Context: an optimization exercise on an open-source flow, tuned for small area, a short achievable clock period and few clock cycles per item. The choices shown serve that exercise and are no tape-out recipe.
In this exercise RTL edits were held to simulation tests only and were not proved equivalent to the original.
Power figures rest on the tool's default switching activity, not on a simulated workload.

--- design/flow/run.sh ---
#!/bin/bash
# synth_recipe.tcl (not shown) runs the flow's synth.tcl, then flattens the netlist and writes it again
# the make line also repeats each setting of config.mk as NAME=value (left out here)
make -C /OpenROAD-flow-scripts/flow DESIGN_CONFIG=/design/flow/config.mk WORK_HOME=/design/flow/orfs CLKGATE_MAP_FILE= SYNTH_SCRIPT=/design/flow/synth_recipe.tcl finish
--- design/flow/constraint.sdc ---
create_clock -name core_clock -period 8.0 [get_ports {clock}]
set_input_delay 1.6000 -clock core_clock [delete_from_list [all_inputs] [get_ports {clock}]]
set_output_delay 1.6000 -clock core_clock [all_outputs]
set_load 0.01 [all_outputs]
--- design/flow/design.v ---
`timescale 1ns / 1ps
`default_nettype none
package pphs_pkg;
   localparam int HeapDepth = 32;
   localparam int IdxW = $clog2(HeapDepth);
   localparam int CntW = $clog2(HeapDepth + 1);
   localparam logic [2:0] StAccepted = 3'd0;
   localparam logic [2:0] StFull     = 3'd1;
   localparam logic [2:0] StZero     = 3'd2;
   localparam logic [2:0] StIdle     = 3'd3;
   localparam logic [2:0] StRan      = 3'd4;
   localparam logic [2:0] StFinished = 3'd5;
endpackage
`default_nettype wire
`timescale 1ns / 1ps
`default_nettype none
module pphs_ctrl (
   input  wire logic clock,
   input  wire logic reset,
   input  wire logic in_valid,
   output logic      in_ready,
   output logic      out_valid,
   input  wire logic out_ready,
   output logic      take
);
   logic out_valid_ff;
   assign in_ready = ~out_valid_ff | out_ready;
   assign take = in_valid & in_ready;
   assign out_valid = out_valid_ff;
   always_ff @(posedge clock) begin
      if (reset) out_valid_ff <= 1'b0;
      else out_valid_ff <= take | (out_valid_ff & ~out_ready);
   end
endmodule
`default_nettype wire
`timescale 1ns / 1ps
`default_nettype none
module pphs_datapath (
   input  wire logic        clock,
   input  wire logic        reset,
   input  wire logic        take,
   input  wire logic        in_mode,
   input  wire logic [7:0]  in_id,
   input  wire logic [7:0]  in_prio,
   input  wire logic [15:0] in_burst,
   output logic [2:0]       res_status,
   output logic [7:0]       res_id,
   output logic [31:0]      res_time,
   output logic             res_first,
   output logic [31:0]      res_resp,
   output logic [31:0]      res_wait
);
   localparam int D = pphs_pkg::HeapDepth;
   function automatic logic [32:0] add33(input logic [32:0] a, input logic [32:0] b,
                                         input logic cin);
      logic [32:0] g, p, gg, pp;
      g = a & b;
      p = a ^ b;
      gg = g;
      pp = p;
      gg[0] = g[0] | (p[0] & cin);
      for (int l = 0; l < 6; l++) begin
         for (int i = 0; i < 33; i++) begin
            if (((i >> l) & 1) == 1) begin
               gg[i] = gg[i] | (pp[i] & gg[((i >> l) << l) - 1]);
               pp[i] = pp[i] & pp[((i >> l) << l) - 1];
            end
         end
      end
      add33 = p ^ {gg[31:0], cin};
   endfunction
   function automatic logic lt8(input logic [7:0] a, input logic [7:0] b);
      logic r;
      r = 1'b0;
      for (int k = 0; k < 8; k++) r = (~a[k] & b[k]) | (~(a[k] & ~b[k]) & r);
      lt8 = r;
   endfunction
   logic [D-1:0][7:0] hp_ff;    
   logic [D-1:0][4:0] hs_ff;    
   logic [5:0] cnt_ff;
   logic [D:0] th_ff;           
   logic [D-1:0] roh_ff;        
   logic [31:0] now_ff;
   logic [D-1:0][7:0]  tid_ff;
   logic [D-1:0][15:0] trem_ff;  
   logic [D-1:0]       tst_ff;   
   logic [D-1:0][32:0] tt_ff;    
   logic tick, full, zero_b, pop, arrive, reins, mv_en, ins_en;
   assign tick = in_mode;
   assign full = th_ff[D-1];
   assign zero_b = (in_burst == 16'd0);
   assign pop = take & tick & th_ff[0];
   assign arrive = take & ~tick & ~full & ~zero_b;
   logic [4:0] rs;
   logic [7:0] rid;
   logic [15:0] rrem, rdec;
   logic rst;
   logic [32:0] rt, dsub, fsub;
   logic [31:0] dsat;
   assign rs = hs_ff[0];
   always_comb begin
      rid = '0; rrem = '0; rst = 1'b0; rt = '0;
      for (int k = 0; k < D; k++) begin
         rid = rid | (tid_ff[k] & {8{roh_ff[k]}});
         rrem = rrem | (trem_ff[k] & {16{roh_ff[k]}});
         rst = rst | (tst_ff[k] & roh_ff[k]);
         rt = rt | (tt_ff[k] & {33{roh_ff[k]}});
      end
   end
   logic [32:0] rdec33, now_inc;
   assign rdec33 = add33({17'd0, rrem}, {33{1'b1}}, 1'b0);
   assign rdec = rdec33[15:0];
   assign now_inc = add33({1'b0, now_ff}, 33'd0, 1'b1);
   assign reins = (rrem != 16'd1);
   assign dsub = add33({1'b0, now_ff}, ~rt, 1'b1);
   assign dsat = dsub[32] ? 32'd0 : dsub[31:0];
   logic [32:0] fs_a, fs_b, fs_x, fs_y;
   assign fs_a = {1'b0, now_ff};
   assign fs_b = {17'd0, rrem};
   assign fs_x = fs_a ^ fs_b ^ ~rt;
   assign fs_y = (fs_a & fs_b) | (fs_a & ~rt) | (fs_b & ~rt);
   assign fsub = add33(fs_x, {fs_y[31:0], 1'b0}, 1'b0);
   logic [32:0] ynew, yn_a, yn_b;
   assign yn_a = {1'b0, now_ff};
   assign yn_b = {17'd0, in_burst};
   assign ynew = add33(~(yn_a ^ yn_b), {yn_a[31:0] | yn_b[31:0], 1'b0}, 1'b0);
   assign mv_en = arrive | (pop & reins);
   assign ins_en = arrive | pop;
   logic [7:0] pm;
   logic [4:0] sm;
   logic gtm;
   logic [D-1:0] goL, goR, act, gtP, gt2, anc_t, anc_a, isq_t, isq_a, sel;
   logic [D-1:0][12:0] h2, h3;
   logic [7:0] pe;
   logic [4:0] se;
   logic [D-1:0] last_oh, next_oh;
   logic [4:0] sfree;
   always_comb begin
      pm = '0; sm = '0; sfree = '0;
      for (int k = 0; k < D; k++) begin
         last_oh[k] = th_ff[k] & ~th_ff[k + 1];
         next_oh[k] = (k == 0 ? 1'b1 : th_ff[k - 1]) & ~th_ff[k];
         pm = pm | (hp_ff[k] & {8{last_oh[k]}});
         sm = sm | (hs_ff[k] & {5{last_oh[k]}});
         sfree = sfree | (hs_ff[k] & {5{next_oh[k]}});
      end
   end
   assign pe = tick ? hp_ff[0] : in_prio;
   assign se = tick ? hs_ff[0] : sfree;
   assign gtm = lt8(pe, pm);
   for (genvar i = 0; i < D; i++) begin : g_node
      localparam int L = 2 * i + 1;
      localparam int R = 2 * i + 2;
      localparam int P = (i == 0) ? 0 : (i - 1) / 2;
      logic ltl, ltr, rl;
      assign gtP[i] = lt8(pe, hp_ff[i]);
      if (L <= 30) begin : g_l
         assign ltl = th_ff[L + 1] & lt8(hp_ff[L], pm);
      end else begin : g_nl
         assign ltl = 1'b0;
      end
      if (R <= 30) begin : g_r
         assign ltr = th_ff[R + 1] & lt8(hp_ff[R], pm);
         assign rl = lt8(hp_ff[R], hp_ff[L]);
      end else begin : g_nr
         assign ltr = 1'b0;
         assign rl = 1'b0;
      end
      assign goR[i] = ltr & (~ltl | rl);
      assign goL[i] = ltl & ~goR[i];
      if (i == 0) begin : g_root
         assign act[i] = pop & th_ff[1];
      end else if (i % 2 == 1) begin : g_lk
         assign act[i] = act[P] & goL[P];
      end else begin : g_rk
         assign act[i] = act[P] & goR[P];
      end
      if (L <= 30) begin : g_h2
         always_comb begin
            if (act[i] & goL[i]) begin
               h2[i] = {hp_ff[L], hs_ff[L]};
               gt2[i] = tick ? gtP[L] : gtP[i];
            end else if (act[i] & goR[i]) begin
               h2[i] = {hp_ff[R], hs_ff[R]};
               gt2[i] = tick ? gtP[R] : gtP[i];
            end else if (act[i]) begin
               h2[i] = {pm, sm};
               gt2[i] = tick ? gtm : gtP[i];
            end else begin
               h2[i] = {hp_ff[i], hs_ff[i]};
               gt2[i] = gtP[i];
            end
         end
      end else begin : g_h2l
         always_comb begin
            if (act[i]) begin
               h2[i] = {pm, sm};
               gt2[i] = tick ? gtm : gtP[i];
            end else begin
               h2[i] = {hp_ff[i], hs_ff[i]};
               gt2[i] = gtP[i];
            end
         end
      end
      always_comb begin
         anc_t[i] = 1'b0;
         anc_a[i] = 1'b0;
         for (int k = 1; k <= 6; k++) begin
            if ((7'(cnt_ff) >> k) == 7'(i + 1)) anc_t[i] = 1'b1;
            if (((7'(cnt_ff) + 7'd1) >> k) == 7'(i + 1)) anc_a[i] = 1'b1;
         end
      end
      assign isq_t[i] = last_oh[i];
      assign isq_a[i] = next_oh[i];
      assign sel[i] = ins_en & (tick ? (isq_t[i] | (anc_t[i] & mv_en & gt2[i]))
                                     : (isq_a[i] | (anc_a[i] & mv_en & gt2[i])));
      if (i == 0) begin : g_h3r
         assign h3[i] = sel[i] ? {pe, se} : h2[i];
      end else begin : g_h3
         assign h3[i] = sel[i] ? ((mv_en & gt2[P]) ? h2[P] : {pe, se}) : h2[i];
      end
   end
   always_ff @(posedge clock) begin
      for (int i = 0; i < D; i++) begin
         hp_ff[i] <= h3[i][12:5];
         if (reset) hs_ff[i] <= 5'(i);
         else hs_ff[i] <= h3[i][4:0];
      end
      for (int k = 0; k < D; k++) roh_ff[k] <= reset ? (k == 0) : (h3[0][4:0] == 5'(k));
      if (reset) begin
         cnt_ff <= '0;
         th_ff <= '0;
         now_ff <= '0;
      end else begin
         if (arrive) begin
            cnt_ff <= cnt_ff + 6'd1;
            th_ff <= {th_ff[D-1:0], 1'b1};
         end else if (pop & ~reins) begin
            cnt_ff <= cnt_ff - 6'd1;
            th_ff <= {1'b0, th_ff[D:1]};
         end
         if (take & tick & (now_ff != 32'hFFFF_FFFF)) now_ff <= now_inc[31:0];
      end
   end
   always_ff @(posedge clock) begin
      for (int k = 0; k < D; k++) begin
         if (!full && sfree == 5'(k)) begin
            tid_ff[k] <= in_id;
            trem_ff[k] <= in_burst;
            tst_ff[k] <= 1'b0;
            tt_ff[k] <= ynew;
         end else if (pop && reins && roh_ff[k]) begin
            trem_ff[k] <= rdec;
            tst_ff[k] <= 1'b1;
         end
      end
   end
   always_ff @(posedge clock) begin
      if (take) begin
         res_time <= now_ff;
         res_first <= 1'b0;
         res_resp <= '0;
         res_wait <= '0;
         if (!tick) begin
            res_id <= in_id;
            res_status <= full ? pphs_pkg::StFull :
                          zero_b ? pphs_pkg::StZero : pphs_pkg::StAccepted;
         end else if (!th_ff[0]) begin
            res_id <= '0;
            res_status <= pphs_pkg::StIdle;
         end else begin
            res_id <= rid;
            res_status <= reins ? pphs_pkg::StRan : pphs_pkg::StFinished;
            res_first <= ~rst;
            res_resp <= rst ? 32'd0 : fsub[31:0];
            res_wait <= reins ? 32'd0 : dsat;
         end
      end
   end
endmodule
`default_nettype wire
`timescale 1ns / 1ps
`default_nettype none
module preemptive_priority_heap_scheduler_top (
   input  wire logic         clock,
   input  wire logic         reset,
   input  wire logic         req_tvalid,
   output logic              req_tready,
   input  wire logic [31:0]  req_tdata,   
   input  wire logic         req_tuser,   
   output logic              rsp_tvalid,
   input  wire logic         rsp_tready,
   output logic [111:0]      rsp_tdata    
);
   logic take;
   logic [2:0] r_status;
   logic [7:0] r_id;
   logic [31:0] r_time, r_resp, r_wait;
   logic r_first;
   pphs_ctrl u_ctrl (
      .clock(clock), .reset(reset), .in_valid(req_tvalid), .in_ready(req_tready),
      .out_valid(rsp_tvalid), .out_ready(rsp_tready), .take(take)
   );
   pphs_datapath u_dp (
      .clock(clock), .reset(reset), .take(take), .in_mode(req_tuser),
      .in_id(req_tdata[7:0]), .in_prio(req_tdata[15:8]), .in_burst(req_tdata[31:16]),
      .res_status(r_status), .res_id(r_id), .res_time(r_time),
      .res_first(r_first), .res_resp(r_resp), .res_wait(r_wait)
   );
   assign rsp_tdata = {4'b0000, r_wait, r_resp, r_first, r_time, r_id, r_status};
endmodule
`default_nettype wire
--- design/flow/config.mk ---
export PLATFORM = sky130hd
export DESIGN_NAME = preemptive_priority_heap_scheduler_top
export DESIGN_NICKNAME = preemptive_priority_heap_scheduler_top
export VERILOG_FILES = /design/flow/design.v
export SDC_FILE = /design/flow/constraint.sdc
export NUM_CORES = 4
export LEC_CHECK = 0
export CAP_MARGIN = 20
export CORE_MARGIN = 2
export CORE_UTILIZATION = 40
export SLEW_MARGIN = 20
==> flow_summary.yaml <==
yosys:
  synth_seq_cells: 2484
  synth_cell_types: 116
  yosysTopAreaCellShare_pct: 49.12
  yosysWarnings: 2
  synth_edf_count: 2060
  syn_area_per_cell_sq_um: 10.87
  synth-async-reset-ratio_pct: 0
  ys_seq_area_share_pct: 55.86
  synth_area_sq_um: 125900
  ys_top_cells_by_area: "edfxtp_1, dfxtp_1, a22oi_1, nand2_1, o21ai_0"
  synth_top_area_cell: "edfxtp_1"
  syn_inst: 11585
  ys.flop_type: "edfxtp_1"
global_route:
  grt_use_total_pct: 40.68
  grt_max_degree: 79
  grt-ovfl-total: 0
  antenna_found_initial: 47
  grt_pass1_wl_microns: 899100
  first_global_vias: 106747
setup_path:
  crit_type: "reg -> reg"
  cp-startpoint: "u_dp.th_ff[9]"
  r2r-end: "u_dp.hp_ff[206]"
  slowest_delay_ns: 0.88
  worstSetupStartpointType: "register"
  crit_path_frequent_cell: "buf_4"
  worstPathMaxFanout: 26
  worstRegToRegCells: 18
  worst_ep_required_time_ns: 8.60
  r2r_slack_ns: 0.45
  crit_path_end_kind: "register"
  reg2reg_from: "u_dp.th_ff[9]"
  slowest_stage: "dfxtp_1"
  path_cells: "nand2b_1 -> o2111a_1 -> and4_1 -> and2_2 -> buf_4 -> o31ai_1 -> o2111ai_1 -> a221oi_1 -> o311ai_2 -> buf_4 -> a21oi_1 -> nand4_1 -> mux2i_1 -> a221oi_2 -> inv_1 -> buf_12 -> nand2_1 -> buf_4"
  arrival_ns: 8.16
timing:
  tightestPinTransition_ns: 1.210
  clock.fmax_mhz: 132.4
  setup_violations: 0
  timing_hold_violations_final: 0
  fin_worst_skew_ns: 0.09287
  fin_crit_sh_pct: 94.39
  finalSetupTns_ns: 0
  fin_crit_ns: 7.551
  slew_headroom_pct: 18.74
  rsz0062_at_grt: "false"
  fin_ws_ns: 0.4488
  slew_violations: 0
  hold_ws_ns: 0.4477
layout:
  layout-drive-gt1-share_pct: 15.61
  stdcell_area_sq_um: 147700
  postLayoutCoreUtil_pct: 47.02
  synthToLayoutAreaGrowth_pct: 17.30
  fin_cells: 16465
  most-common-layout-cells: "edfxtp_1, nand2_1, buf_4"
  n_fill_cell: 28607
  nNetsFinal: 12253
  final_common_cell: "edfxtp_1"
cts:
  root_buffer: "clkbuf_16"
  cts_buffer_depth: 4
  path_clk_slew_ns: 0.06
  cts_setup_buffers: 0
  htreeDepth: 5
  ctsResizeCount: 0
  cts_hold_buf: 0
  numCtsBuffers: 285
  worst_skew_pair.late_latency_ns: 0.96
  clock-sinks: 2484
  tritoncts: "yes"
min_path:
  hold_end: "u_dp.tst_ff[5]"
  hp-class: "reg -> reg"
  worstHoldStart: "u_dp.tst_ff[5]"
  min_path_cells: 2
detailed_routing:
  drt_iter0_drc: 19663
  wl_microns: 669200
  via_count: 113102
  drc_errors: 0
  antenna_left: 0
  drt_pass1_iterations: 9
  wl_per_cell_microns: 40.64
  vias_per_cell: 6.869
pwr:
  leakagePower_nw: 52.16
  finalPower_mw: 42.75
  irDropWorstVdd_mv: 0.1970
  pwr_density_cell_nw_per_um2: 289.4
placed_design:
  dp_slack_ns: 0.5811
  gp_congestion: 1.041
  hpwl_microns: 454600
  place_area_sq_um: 138500
  dpl.cell_count: 15917
  port_buffers: 146
floorplan:
  dieHeight_microns: 565.1
  start_util_pct: 40.08
  die_w_microns: 565.1
  num_rows: 206
  core-area_sq_um: 314200
  die-area_sq_um: 319300
  boundaryPins: 151
outcome:
  outcome: "complete, no violations"
job:
  drv_cap: 0
## critical path, delay by kind of cell (launching register included)
family / cells / cell delay [ns]
compound gates: 7 / 2.82
buf+inv: 5 / 1.06
flops: 1 / 0.88
mux: 1 / 0.45
simple gates: 5 / 1.98
## metal layers
metal  vias up  global-route usage (%)  part of all wire, %
met5         -                       0                0.042
met4        38                   30.69                  9.1
met3      2405                   10.75                   12
met2      9385                   62.45                   44
met1     55870                   49.02                   35
li1      45404                       -                    -
## how the worst max path moves through the flow
stage / to / slack (ns) / cells past startpoint
after detailed placement: u_dp.tt_ff[1055] / 0.58 / 22
after CTS: u_dp.hp_ff[200] / 0.82 / 18
after global placement: u_dp.tt_ff[1022] / 0.20 / 22
after global routing: u_dp.hp_ff[185] / 0.60 / 17
final: u_dp.hp_ff[206] / 0.45 / 18
after floorplan: u_dp.tt_ff[1022] / 1.02 / 20
## layout make-up
class	count	area, sq um	area share [%]
Inverter	399	1578	1.068
Clock inverter	160	1433	0.9698
Antenna cell	25	62.56	0.04235
Multi-Input combinational cell	7638	50460	34.16
Tap cell	4160	5205	3.524
Timing Repair Buffer	1239	10890	7.373
Sequential cell	2484	70470	47.70
Clock buffer	360	7619	5.157
## cells in the mapped netlist (all sizes together) (204+ instances only)
cell type,number
edfxtp,2060
nand2,1061
a22oi,808
clkbuf,797
o21ai,764
nor2,755
a21oi,615
dfxtp,424
inv,397
mux2i,307
buf,270
nand4,222
a221oi,204
## kinds of logic (layout without fill, tap and decap cells)
family	count (synthesis)	count (layout)	share of synthesized area [%]
compound gates	3703	3703	20.22
other cells	1	29	0.002978
fa+ha+maj	329	329	3.177
simple gates	3023	3023	11.49
buf+inv	1466	2158	4.597
flops	2484	2484	55.86
xor+xnor	113	113	0.7859
mux	466	466	3.862
## report_power, final
part | switching [mW] | internal, mW
Sequential | 1.49 | 15.4
Combinational | 8.56 | 4.18
Clock | 5.77 | 7.32
Total | 15.8 | 26.9
## sequential cells by signal (all words and copies together), names as in the netlist
register,count
u_ctrl.out_valid_ff,1
u_dp.cnt_ff,6
u_dp.hp_ff,256
u_dp.hs_ff,160
u_dp.now_ff,32
u_dp.res_first,1
u_dp.res_id,8
u_dp.res_resp,32
u_dp.res_status,3
u_dp.res_time,32
u_dp.res_wait,32
u_dp.roh_ff,32
u_dp.th_ff,33
u_dp.tid_ff,256
u_dp.trem_ff,512
u_dp.tst_ff,32
u_dp.tt_ff,1056
Testbench counts, summed over its fixed seeds: cycles 96,008, items 96,000.

separate check: timing with driven ports:
Ports are ideal in the flow. The routed layout listed here was re-timed in OpenROAD.
Step 1, drivers: a clkbuf_16 drives clock and a buf_2 each remaining input, both assumed.
Step 2, shift: input delay + t, output delay - t, t = (earliest + latest rising clock arrival at the registers) / 2. This alone moves slack from input paths to output paths.
a / b / c = ideal ports / drivers / drivers and shift; a / b = the first two.
t, ns: 1.027
setup slack, ns: 0.449 / 0.449 / 0.449
worst setup path at the end: register to register
clock arrival spread, ns: 0.094 / 0.095
pins driven straight from the clock port: 1
After both steps this run still meets setup and hold. The setup slack of this run moves by 0.000 ns with the drivers and by 0.000 ns with both steps.
